Background: an optimization exercise with open tools, aiming at small area. Do not read the settings as production practice.
Function was checked by simulation only, so behaviour that the tests miss may differ from the original.
Power figures rest on the tool's default switching activity, not on a simulated workload.

Setup of the previous run:
Design hdmi_frame_dma_ctrl, start of the top module:
module hdmi_frame_dma_ctrl
#(
    parameter int unsigned ADDR_WIDTH   = 32,
    parameter int unsigned BURST_LEN    = 16,
    parameter int unsigned BURSTCOUNT_W = 5,
    parameter int unsigned FIFO_DEPTH   = 32
) (
    input  logic                    clk_sys,
    input  logic                    rst_sys_n,
    input  logic                    cfg_enable,
    input  logic [ADDR_WIDTH-1:0]   cfg_start_addr,
    input  logic [29:0]             cfg_words_number,
    input  logic                    frame_sync,
    input  logic [31:0]             st_data,
    input  logic                    st_valid,
    output logic                    st_ready,
    output logic [ADDR_WIDTH-1:0]   avm_address,
    output logic                    avm_write,
    output logic [31:0]             avm_writedata,
    output logic [BURSTCOUNT_W-1:0] avm_burstcount,
    input  logic                    avm_waitrequest,
    output logic                    sts_busy,
    output logic                    sts_frame_done,
    output logic                    sts_overflow
);
    hdmi_dma_pkg::dma_state_e state_r;
    hdmi_dma_pkg::dma_state_e state_next_s;
    logic        started_r;
    logic        abort_r;
    logic        abort_next_s;
    logic        avm_write_r;
    logic        sts_overflow_r;
    logic [29:0] acc_rem_r;
    logic [31:0] addr_r;
    logic [5:0]  wr_ptr_r;
    logic [5:0]  rd_ptr_r;
    logic [5:0]  rd_ptr_next_s;
    logic [5:0]  rd_ptr_inc_s;
    logic        capture_s;
    logic        acc_zero_s;
    logic        fifo_empty_s;
    logic        fifo_full_s;
    logic        hi_ne_s;
    logic        push_s;
    logic        pop_s;
    logic        last_beat_s;
    logic        launch_s;
  ...
For scale: roughly 3400 cells after synthesis, roughly 1100 flip-flops, roughly 170 I/O pins, about 39000 um2 of cells after synthesis.
export LEC_CHECK = 0
export CAP_MARGIN = 20
export CORE_AREA = 2.3 2.72 347.3 345.44
export DIE_AREA = 0 0 349.66 349.66
export SLEW_MARGIN = 20
export SYNTH_HIERARCHICAL = 1
export SYNTH_MINIMUM_KEEP_SIZE = 0
create_clock -name core_clock -period 10.0 [get_ports {clk_sys}]
standard.sh (not shown) runs the stock make flow with config.mk's settings and CLKGATE_MAP_FILE= SYNTH_SCRIPT=/design/flow/synth_recipe.tcl, a recipe that flattens the netlist after the stock synthesis.
==> flow/flow/run.sh <==
#!/bin/bash
# The standard layout, with minimum-size port buffers and a clock tree
# of few, large leaf clusters and no dummy loads.
set -euo pipefail
export BUFFER_PORTS_ARGS="-buffer_cell sky130_fd_sc_hd__buf_1"
export CTS_ARGS="-sink_clustering_enable -repair_clock_nets -dont_use_dummy_load -buf_list {sky130_fd_sc_hd__clkbuf_8 sky130_fd_sc_hd__clkbuf_16} -sink_clustering_size 30 -sink_clustering_max_diameter 60"
bash standard.sh > standard_sh.log 2>&1
Every stage of the flow completed for the previous run, and the final layout passed the timing, design-rule and antenna checks.
The following lists how the current run was set up differently from the previous run:
- CAP_MARGIN changed from 20 to 0
- SLEW_MARGIN changed from 20 to 0
- PLACE_DENSITY newly set to 0.8
==> flow/flow/run.sh <==
#!/bin/bash
# The standard layout, with minimum-size port buffers and a clock tree
# of few, large leaf clusters and no dummy loads.
set -euo pipefail
export BUFFER_PORTS_ARGS="-buffer_cell sky130_fd_sc_hd__buf_1"
export CTS_ARGS="-sink_clustering_enable -repair_clock_nets -dont_use_dummy_load -buf_list {sky130_fd_sc_hd__clkbuf_16} -sink_clustering_size 30 -sink_clustering_max_diameter 60 -sink_buffer_max_cap_derate 1.0"
bash standard.sh > standard_sh.log 2>&1
Notes after the runs:
The current run: flow complete, layout not clean; failing: max-capacitance violations, max-slew violations. The current run: routing usage on met2 is 2.3 points lower than what the previous run reported. Summary of the current run over the previous run: sequential element share of the synthesized area flat, first-iteration DRC count grew by 11%. Total count of max-transition violations in the final report in the current run vs the previous run: up 5. Re post-placement setup slack: the previous run was higher than the current run. The estimated power of the current run ends up lower than the estimate for the previous run. Relative to the previous run, the current run degrades final critical path time including I/O delays and setup. Comparing leakage power summed over all cells for the previous run and the current run, the smaller number came from the current run. The share of the clock period used by the worst path after layout number comes out lower for the previous run vs the current run.

==> static timing again, ports no longer ideal <==
In the flow no input, the clock included, has a driving cell. The finished layouts below were timed again as built, in two steps.
Step 1, drivers: a clkbuf_16 drives clk_sys and a buf_2 each remaining input, both assumed.
Step 2 times the ports against the registers' clock, not the clock port: input delays grow and output delays shrink by t, the midpoint of the rising clock arrivals with the driver on.
Three values: no drivers, after step 1, after step 2; two values: the first two.
| run | t (ns) | setup WS [ns] | clock arrival spread, ns | worst register clock-pin slew, ns |
|---|---|---|---|---|
| the previous run | 0.706 | 4.743 / 4.672 / 5.316 | 0.106 / 0.106 | 0.11 / 0.11 |
| the current run | 0.705 | 4.337 / 4.271 / 4.868 | 0.116 / 0.116 | 0.11 / 0.11 |
